Background: an optimization exercise with open tools, aiming at small area, a short achievable clock period and few clock cycles. Do not read the settings as production practice. RTL that was checked went through simulation tests only; none was proved equivalent to the original. Power figures rest on the tool's default switching activity, not on a simulated workload.

Design grammar_token_scanner, start of the top module:
module grammar_token_scanner #(
    parameter int unsigned SOURCE_DEPTH = 65536
) (
    input  logic        aclk,
    input  logic        aresetn,
    input  logic        cfg_we,
    input  logic [15:0] cfg_wdata,
    input  logic        s_valid,
    output logic        s_ready,
    input  logic [7:0]  s_ch,
    input  logic        s_end_of_source,
    output logic        m_valid,
    input  logic        m_ready,
    output logic [3:0]  m_kind,
    output logic [15:0] m_line,
    output logic [15:0] m_start_res,
    output logic [15:0] m_length,
    output logic [1:0]  m_error_code,
    output logic        m_last_result
);
    localparam int unsigned POS_MAX_INT =
        (SOURCE_DEPTH - 1 < 65535) ? SOURCE_DEPTH - 1 : 65535;
    localparam logic [15:0] POS_MAX = 16'(POS_MAX_INT);
    logic        b_valid;
    logic        d_eos;         
    logic        d_lf;          
    logic        d_fid;         
    logic        d_fstr;        
    logic        d_id2;         
    logic        d_prep;        
    logic [1:0]  d_mode;        
    logic        o_valid;
    logic        o_bubble;      
    logic [3:0]  o_kind;
    logic [1:0]  o_err;
    logic        o_text;
    logic        m_busy;
    logic        o_vl;
    logic [1:0]  o_text_c;
    logic        q_valid;
    logic [2:0]  q_code;
    logic        f_pend;
    logic [15:0] line_reg;
    logic [15:0] pos_reg;
    logic [15:0] ts_reg;
    logic [15:0] len_reg;
    logic [15:0] first_line_reg;
    logic        src_start;
  ...
Settings: LEC_CHECK=0, ABC_AREA=1, CAP_MARGIN=20, CORE_MARGIN=2, CORE_UTILIZATION=55, CTS_BUF_LIST=sky130_fd_sc_hd__clkbuf_4 sky130_fd_sc_hd__clkbuf_8, SETUP_SLACK_MARGIN=3.0, SLEW_MARGIN=20; clock period 5.5 ns.
standard.sh (not shown) runs the stock make flow with config.mk's settings and CLKGATE_MAP_FILE= SYNTH_SCRIPT=/design/flow/synth_recipe.tcl, a recipe that flattens the netlist after the stock synthesis.
==> flow/flow/run.sh <==
#!/bin/bash
# The standard layout, with the port buffers made from sky130_fd_sc_hd__buf_1
# instead of the delay cell buffer_ports picks by default. ORFS writes each
# step's log under orfs/logs; make's own output goes to standard.log.
bash standard.sh BUFFER_PORTS_ARGS="-buffer_cell sky130_fd_sc_hd__buf_1" finish > standard.log 2>&1
Then changed:
--- a/flow/design.v
+++ b/flow/design.v
@@ -65,22 +65,23 @@
     logic        d_lf;          
     logic        d_fid;         
     logic        d_fstr;        
     logic        d_id2;         
     logic        d_prep;        
     logic [1:0]  d_mode;        
     logic        o_valid;
     logic        o_bubble;      
     logic [3:0]  o_kind;
     logic [1:0]  o_err;
     logic        o_text;
+    logic        o_last;
     logic        m_busy;
     logic        o_vl;
     logic [1:0]  o_text_c;
     logic        q_valid;
     logic [2:0]  q_code;
     logic        f_pend;
     logic [15:0] line_reg;
     logic [15:0] pos_reg;
     logic [15:0] ts_reg;
     logic [15:0] len_reg;
     logic [15:0] first_line_reg;
@@ -170,65 +171,68 @@
     assign line_inc = {1'b0, line_reg} + 17'd1;
     assign len_inc  = {1'b0, len_reg} + 17'd1;
     assign new_src  = load & (src_start | (consume & d_eos));
     logic        pos_sat;
     logic [15:0] pos_nx;
     assign pos_sat = (pos_reg >= POS_MAX);
     assign pos_nx  = (POS_MAX == 16'hFFFF) ? (pos_inc[15:0] | {16{pos_sat}})
                                            : (pos_sat ? pos_reg : pos_inc[15:0]);
     assign m_valid       = o_valid;
     assign m_kind        = o_kind;
     assign m_error_code  = o_err;
-    assign m_last_result = ~(q_valid | f_pend);
+    assign m_last_result = o_last;
     assign m_line        = line_reg;
     assign m_start_res   = o_text_c[0] ? ts_reg : 16'd0;
     assign m_length      = o_text_c[1] ? len_reg : 16'd0;
     assign s_ready       = main_free;
     assign out_take  = o_valid & m_ready;
-    assign advance   = (out_take & ~o_vl) | o_bubble;
-    assign consume   = b_valid & ((m_ready & o_vl) | (~o_valid & ~o_bubble));
+    assign advance   = (out_take & ~o_last) | o_bubble;
+    assign consume   = b_valid & ((out_take & o_last) | (~o_valid & ~o_bubble));
     assign main_free = ~m_busy | (m_ready & o_vl);
     assign take      = s_valid & main_free;
     assign load      = take;
     assign to_post   = ~q_valid | (q_code == 3'd0);
     assign prep      = advance & d_prep & to_post;
     always_ff @(posedge aclk) begin
         if (load) begin
             d_eos  <= n_eos;
             d_lf   <= is_lf;
             d_fid  <= n_fid;
             d_fstr <= n_fstr;
             d_id2  <= n_id2;
             o_kind <= n_kind;
             o_err  <= n_err;
             o_text <= n_text;
             o_text_c <= {2{n_text}};
+            o_last <= n_last;
             q_code <= n_qcode;
         end else if (advance) begin
             if (q_valid) begin
                 if (q_code == 3'd0) begin
                     o_kind <= d_id2 ? gts_pkg::KIND_IDENT : gts_pkg::KIND_ERR;
                     o_err  <= d_id2 ? gts_pkg::ERR_NONE : gts_pkg::ERR_OPEN_STR;
                     o_text <= d_id2;
                     o_text_c <= {2{d_id2}};
                 end else begin
                     o_kind <= (q_code == 3'd7) ? gts_pkg::KIND_ERR : {1'b0, q_code};
                     o_err  <= (q_code == 3'd7) ? gts_pkg::ERR_UNEXPECTED : gts_pkg::ERR_NONE;
                     o_text <= 1'b0;
                     o_text_c <= 2'b00;
                 end
+                o_last <= ~f_pend;
             end else begin
                 o_kind <= gts_pkg::KIND_EOF;
                 o_err  <= gts_pkg::ERR_NONE;
                 o_text <= 1'b0;
                     o_text_c <= 2'b00;
+                o_last <= 1'b1;
             end
         end
         if (new_src) begin
             pos_reg <= 16'd0;
         end else if (consume && !d_eos) begin
             pos_reg <= pos_nx;
         end
         if (new_src) begin
             ts_reg  <= 16'd0;
             len_reg <= 16'd1;
         end else if (prep) begin
The changed run went through all stages and came out clean.
Total power grows slightly.
Via count shrinks slightly.
Count of clock-buffer cells in the layout stays the same.
Setup slack improved by 0.0088 ns.
Cell area shrinks by a few percent.
Worst hold slack improved by 0.0053 ns.
Clock power grows by a little under a tenth.
Routed wire length shrinks by a little under a tenth.
Die area shrinks slightly.
Testbench counts after the change, summed over its fixed seeds: cycles 24,756.
Only the layout flow was run in the first run of this note; the RTL was not checked for function there.

========
== juniper ==
Starting RTL as in the previous note.
## grammar_token_scanner
module grammar_token_scanner #(
    parameter int unsigned SOURCE_DEPTH = 65536
) (
    input  logic        aclk,
    input  logic        aresetn,
    input  logic        cfg_we,
    input  logic [15:0] cfg_wdata,
    input  logic        s_valid,
    output logic        s_ready,
    input  logic [7:0]  s_ch,
    input  logic        s_end_of_source,
    output logic        m_valid,
    input  logic        m_ready,
    output logic [3:0]  m_kind,
    output logic [15:0] m_line,
    output logic [15:0] m_start_res,
    output logic [15:0] m_length,
    output logic [1:0]  m_error_code,
    output logic        m_last_result
);
Settings: LEC_CHECK=0, ABC_AREA=1, CAP_MARGIN=20, CORE_MARGIN=2, CORE_UTILIZATION=40, CTS_BUF_LIST=sky130_fd_sc_hd__clkbuf_4 sky130_fd_sc_hd__clkbuf_8, SETUP_SLACK_MARGIN=3.0, SLEW_MARGIN=20; clock period 5.5 ns.
Scripts as last shown in full above: flow/flow/run.sh
Setup changes, juniper to cedar
-- flow/design.v --
<<< juniper, line 74
    logic [1:0]  o_err;
    logic        o_text;
    logic        m_busy;
    logic        o_vl;
>>> cedar, line 74
    logic [1:0]  o_err;
    logic        o_text;
    logic        o_last;
    logic        m_busy;
    logic        o_vl;
<<< juniper, line 140
        n_id2  = (n_mid == gts_pkg::MODE_IDENT);
        n_mode = n_eos ? gts_pkg::MODE_IDLE : n_mid;
        n_prep = n_eos & (is_lf | (n_ident & is_alnum));
        n_bub  = ~n_v0 & ~n_v1 & n_prep;
        n_valid = ~n_bub & (n_v0 | n_v1 | n_eos);
>>> cedar, line 141
        n_id2  = (n_mid == gts_pkg::MODE_IDENT);
        n_mode = n_eos ? gts_pkg::MODE_IDLE : n_mid;
        n_prep = n_eos & (is_lf | (n_mid == gts_pkg::MODE_IDENT));
        n_bub  = ~n_v0 & ~n_v1 & n_prep;
        n_valid = ~n_bub & (n_v0 | n_v1 | n_eos);
<<< juniper, line 171
    assign len_inc  = {1'b0, len_reg} + 17'd1;
    assign new_src  = load & (src_start | (consume & d_eos));
    logic        pos_sat;
    logic [15:0] pos_nx;
    assign pos_sat = (pos_reg >= POS_MAX);
    assign pos_nx  = (POS_MAX == 16'hFFFF) ? (pos_inc[15:0] | {16{pos_sat}})
                                           : (pos_sat ? pos_reg : pos_inc[15:0]);
    assign m_valid       = o_valid;
    assign m_kind        = o_kind;
    assign m_error_code  = o_err;
    assign m_last_result = ~(q_valid | f_pend);
    assign m_line        = line_reg;
    assign m_start_res   = o_text_c[0] ? ts_reg : 16'd0;
>>> cedar, line 172
    assign len_inc  = {1'b0, len_reg} + 17'd1;
    assign new_src  = load & (src_start | (consume & d_eos));
    assign m_valid       = o_valid;
    assign m_kind        = o_kind;
    assign m_error_code  = o_err;
    assign m_last_result = o_last;
    assign m_line        = line_reg;
    assign m_start_res   = o_text_c[0] ? ts_reg : 16'd0;
<<< juniper, line 185
    assign s_ready       = main_free;
    assign out_take  = o_valid & m_ready;
    assign advance   = (out_take & ~o_vl) | o_bubble;
    assign consume   = b_valid & ((m_ready & o_vl) | (~o_valid & ~o_bubble));
    assign main_free = ~m_busy | (m_ready & o_vl);
    assign take      = s_valid & main_free;
>>> cedar, line 181
    assign s_ready       = main_free;
    assign out_take  = o_valid & m_ready;
    assign advance   = (out_take & ~o_last) | o_bubble;
    assign consume   = b_valid & ((out_take & o_last) | (~o_valid & ~o_bubble));
    assign main_free = ~m_busy | (m_ready & o_vl);
    assign take      = s_valid & main_free;
<<< juniper, line 203
            o_text <= n_text;
            o_text_c <= {2{n_text}};
            q_code <= n_qcode;
        end else if (advance) begin
>>> cedar, line 199
            o_text <= n_text;
            o_text_c <= {2{n_text}};
            o_last <= n_last;
            q_code <= n_qcode;
        end else if (advance) begin
<<< juniper, line 217
                    o_text_c <= 2'b00;
                end
            end else begin
                o_kind <= gts_pkg::KIND_EOF;
>>> cedar, line 214
                    o_text_c <= 2'b00;
                end
                o_last <= ~f_pend;
            end else begin
                o_kind <= gts_pkg::KIND_EOF;
<<< juniper, line 222
                o_text <= 1'b0;
                    o_text_c <= 2'b00;
            end
        end
        if (new_src) begin
            pos_reg <= 16'd0;
        end else if (consume && !d_eos) begin
            pos_reg <= pos_nx;
        end
        if (new_src) begin
            ts_reg  <= 16'd0;
            len_reg <= 16'd1;
        end else if (prep) begin
            if (d_id2 && !len_inc[16]) begin
                len_reg <= len_inc[15:0];
            end
        end else if (consume && !d_eos) begin
            if (d_fid) begin
                len_reg <= {15'd0, ~pos_sat};
            end else if (d_fstr) begin
                ts_reg  <= pos_nx;
                len_reg <= 16'd0;
            end else if (!d_mode[1]) begin
                ts_reg  <= pos_nx;
                len_reg <= 16'd1;
            end else if (!pos_sat) begin
                len_reg <= len_inc[15:0];
            end
>>> cedar, line 220
                o_text <= 1'b0;
                    o_text_c <= 2'b00;
                o_last <= 1'b1;
            end
        end
        if (prep) begin
            if (d_fid) begin
                ts_reg  <= pos_reg;
                len_reg <= 16'd1;
            end else if (d_id2 && !len_inc[16]) begin
                len_reg <= len_inc[15:0];
            end
        end else if (consume && !d_eos) begin
            if (d_fid) begin
                ts_reg  <= pos_reg;
                len_reg <= {15'd0, (pos_reg < POS_MAX)};
            end else if (d_fstr) begin
                ts_reg  <= (pos_reg < POS_MAX) ? pos_inc[15:0] : pos_reg;
                len_reg <= 16'd0;
            end else if (pos_reg < POS_MAX) begin
                len_reg <= len_inc[15:0];
            end
<<< juniper, line 269
            d_mode         <= gts_pkg::MODE_IDLE;
            src_start      <= 1'b1;
            first_line_reg <= 16'd1;
        end else begin
>>> cedar, line 261
            d_mode         <= gts_pkg::MODE_IDLE;
            src_start      <= 1'b1;
            pos_reg        <= 16'd0;
            first_line_reg <= 16'd1;
        end else begin
<<< juniper, line 301
                end
            end
            if (load) begin
                src_start <= 1'b0;
>>> cedar, line 294
                end
            end
            if (consume) begin
                if (d_eos) begin
                    pos_reg <= 16'd0;
                end else if (pos_reg < POS_MAX) begin
                    pos_reg <= pos_inc[15:0];
                end
            end
            if (load) begin
                src_start <= 1'b0;
Notes after the runs:
cedar reached the end of the flow, and the finished layout is clean on the timing, DRC and antenna checks.
For post-CTS clock slew at the launch and capture registers of the worst setup and hold paths, cedar and juniper come out practically identical.
cedar vs juniper — number of nets in the layout dropped by a few percent
Compared to juniper, cedar has routed length on met1 14% lower.
Overall die width (cedar over juniper): increase, about 1.8%
Final cell count ended up 4.2% lower on cedar than on juniper.
The synthesized cell count reported for cedar is smaller than that of juniper by 36.
Part of the power in the clock network: cedar vs juniper — no meaningful difference
Taking juniper as the reference, in cedar share of synthesized area spent on multiplexers went up 0.75 points, fmax level, number of inserted filler cells in the final layout +10.
Compared with juniper, cedar shows a higher area taken by flip-flops and latches.
The worst path setup slack after routing in cedar was lower than what juniper gave.
Cmp cedar vs juniper: met3 usage in global routing higher in cedar
Testbench counts of cedar, summed over its fixed seeds: cycles 24,819.
No functional check of the RTL was part of juniper.

========
== ember ==
grammar_token_scanner, a different RTL version from the one above (not shown whole).
Size: ~710 cells after synthesis, ~110 flip-flops, roughly 87 I/O pins, roughly 0.0062 mm2 of cells after synthesis.
clock: 5.5 ns
lec_check: 0
abc_clock_period_in_ps: 1000
cap_margin: 20
core_margin: 2
core_utilization: 40
cts_buf_list: sky130_fd_sc_hd__clkbuf_4 sky130_fd_sc_hd__clkbuf_8
setup_slack_margin: 3.0
slew_margin: 20
Scripts as last shown in full above: flow/flow/run.sh
Testbench counts of ember, summed over its fixed seeds: cycles 24,819.
[inputs] violet vs ember
-- flow/design.v --
<<< ember, line 86
    logic [15:0] len_reg;
    logic [15:0] first_line_reg;
    logic [7:0] n_ch;
    logic       n_eos;
>>> violet, line 86
    logic [15:0] len_reg;
    logic [15:0] first_line_reg;
    logic        src_start;
    logic [7:0] n_ch;
    logic       n_eos;
<<< ember, line 165
    end
    logic out_take, advance, consume, main_free, take, load;
    logic to_post, prep;
    assign m_valid       = o_valid;
    assign m_kind        = o_kind;
>>> violet, line 166
    end
    logic out_take, advance, consume, main_free, take, load;
    logic to_post, prep, new_src;
    logic [16:0] pos_inc, line_inc, len_inc;
    assign pos_inc  = {1'b0, pos_reg} + 17'd1;
    assign line_inc = {1'b0, line_reg} + 17'd1;
    assign len_inc  = {1'b0, len_reg} + 17'd1;
    assign new_src  = load & (src_start | (consume & d_eos));
    assign m_valid       = o_valid;
    assign m_kind        = o_kind;
<<< ember, line 221
                ts_reg  <= pos_reg;
                len_reg <= 16'd1;
            end else if (d_id2) begin
                len_reg <= (len_reg == 16'hFFFF) ? 16'hFFFF : len_reg + 16'd1;
            end
        end else if (consume && !d_eos) begin
>>> violet, line 227
                ts_reg  <= pos_reg;
                len_reg <= 16'd1;
            end else if (d_id2 && !len_inc[16]) begin
                len_reg <= len_inc[15:0];
            end
        end else if (consume && !d_eos) begin
<<< ember, line 229
                len_reg <= {15'd0, (pos_reg < POS_MAX)};
            end else if (d_fstr) begin
                ts_reg  <= (pos_reg == 16'hFFFF) ? 16'hFFFF : pos_reg + 16'd1;
                len_reg <= 16'd0;
            end else if (pos_reg < POS_MAX) begin
                len_reg <= len_reg + 16'd1;
            end
        end
    end
>>> violet, line 235
                len_reg <= {15'd0, (pos_reg < POS_MAX)};
            end else if (d_fstr) begin
                ts_reg  <= (pos_reg < POS_MAX) ? pos_inc[15:0] : pos_reg;
                len_reg <= 16'd0;
            end else if (pos_reg < POS_MAX) begin
                len_reg <= len_inc[15:0];
            end
        end
    end
    always_ff @(posedge aclk) begin
        if (new_src) begin
            line_reg <= first_line_reg;
        end else if ((consume || prep) && d_lf && !line_inc[16]) begin
            line_reg <= line_inc[15:0];
        end
    end
<<< ember, line 247
            d_prep         <= 1'b0;
            d_mode         <= gts_pkg::MODE_IDLE;
            line_reg       <= 16'd1;
            pos_reg        <= 16'd0;
            first_line_reg <= 16'd1;
>>> violet, line 260
            d_prep         <= 1'b0;
            d_mode         <= gts_pkg::MODE_IDLE;
            src_start      <= 1'b1;
            pos_reg        <= 16'd0;
            first_line_reg <= 16'd1;
<<< ember, line 285
                    pos_reg <= 16'd0;
                end else if (pos_reg < POS_MAX) begin
                    pos_reg <= pos_reg + 16'd1;
                end
            end
            if (cfg_we && ((!b_valid && pos_reg == 16'd0 &&
                            d_mode == gts_pkg::MODE_IDLE) ||
                           (consume && d_eos))) begin
                line_reg <= cfg_wdata;
            end else if (consume && d_eos) begin
                line_reg <= first_line_reg;
            end else if ((consume || prep) && d_lf) begin
                line_reg <= (line_reg == 16'hFFFF) ? 16'hFFFF : line_reg + 16'd1;
            end
            if (cfg_we) begin
>>> violet, line 298
                    pos_reg <= 16'd0;
                end else if (pos_reg < POS_MAX) begin
                    pos_reg <= pos_inc[15:0];
                end
            end
            if (load) begin
                src_start <= 1'b0;
            end else if (consume && d_eos) begin
                src_start <= 1'b1;
            end
            if (cfg_we) begin
Results
Going from ember to violet, number of max-capacitance violations reported barely changed, total track usage dropped 1.6 points, setup slack dropped 0.40 ns, combinational power share dropped 2.0 points, distinct cell type count of the synthesized netlist dropped 7.2%. Clock tree skew after final layout essentially unchanged between violet and ember. Going from ember to violet, aggregate routed wire length lower; worst-case headroom to the max-slew limit up 23 points; design area lower.
Testbench counts of violet, summed over its fixed seeds: cycles 24,819.

## separate check: timing with driven ports
In the flow no input, the clock included, has a driving cell. The finished layouts below were timed again as built, in two steps. Step 1 sets driving cells, clkbuf_16 on the clock port and buf_2 on the other inputs (assumed; they add their load-dependent delay and slew). Step 2 also shifts input and output timing later by t, the mid clock arrival at the registers, as if the neighbouring blocks saw the same clock. a / b / c = no drivers / after step 1 / after step 2; a / b = the first two.
run	shift t [ns]	setup WS [ns]	worst hold slack (ns)	slew at the worst register clock pin (ns)	worst data-port slew with drivers (ns)
the first run of note 1	0.419	2.966 / 2.922 / 2.672	0.468 / 0.468 / 0.468	0.10 / 0.10	0.06
the second run of note 1	0.409	2.975 / 2.926 / 2.645	0.474 / 0.474 / 0.474	0.11 / 0.11	0.06
juniper	0.417	2.974 / 2.936 / 2.657	0.477 / 0.477 / 0.477	0.12 / 0.12	0.05
cedar	0.418	2.971 / 2.928 / 2.664	0.486 / 0.486 / 0.486	0.10 / 0.10	0.06
ember	0.421	2.982 / 2.934 / 2.580	0.519 / 0.519 / 0.519	0.10 / 0.10	0.06
violet	0.404	2.579 / 2.595 / 2.191	0.495 / 0.495 / 0.495	0.10 / 0.10	0.06
After both steps every run listed still meets setup and hold. The setup slack of ember, which loses most, moves by -0.048 ns with the drivers and by -0.402 ns with both steps.
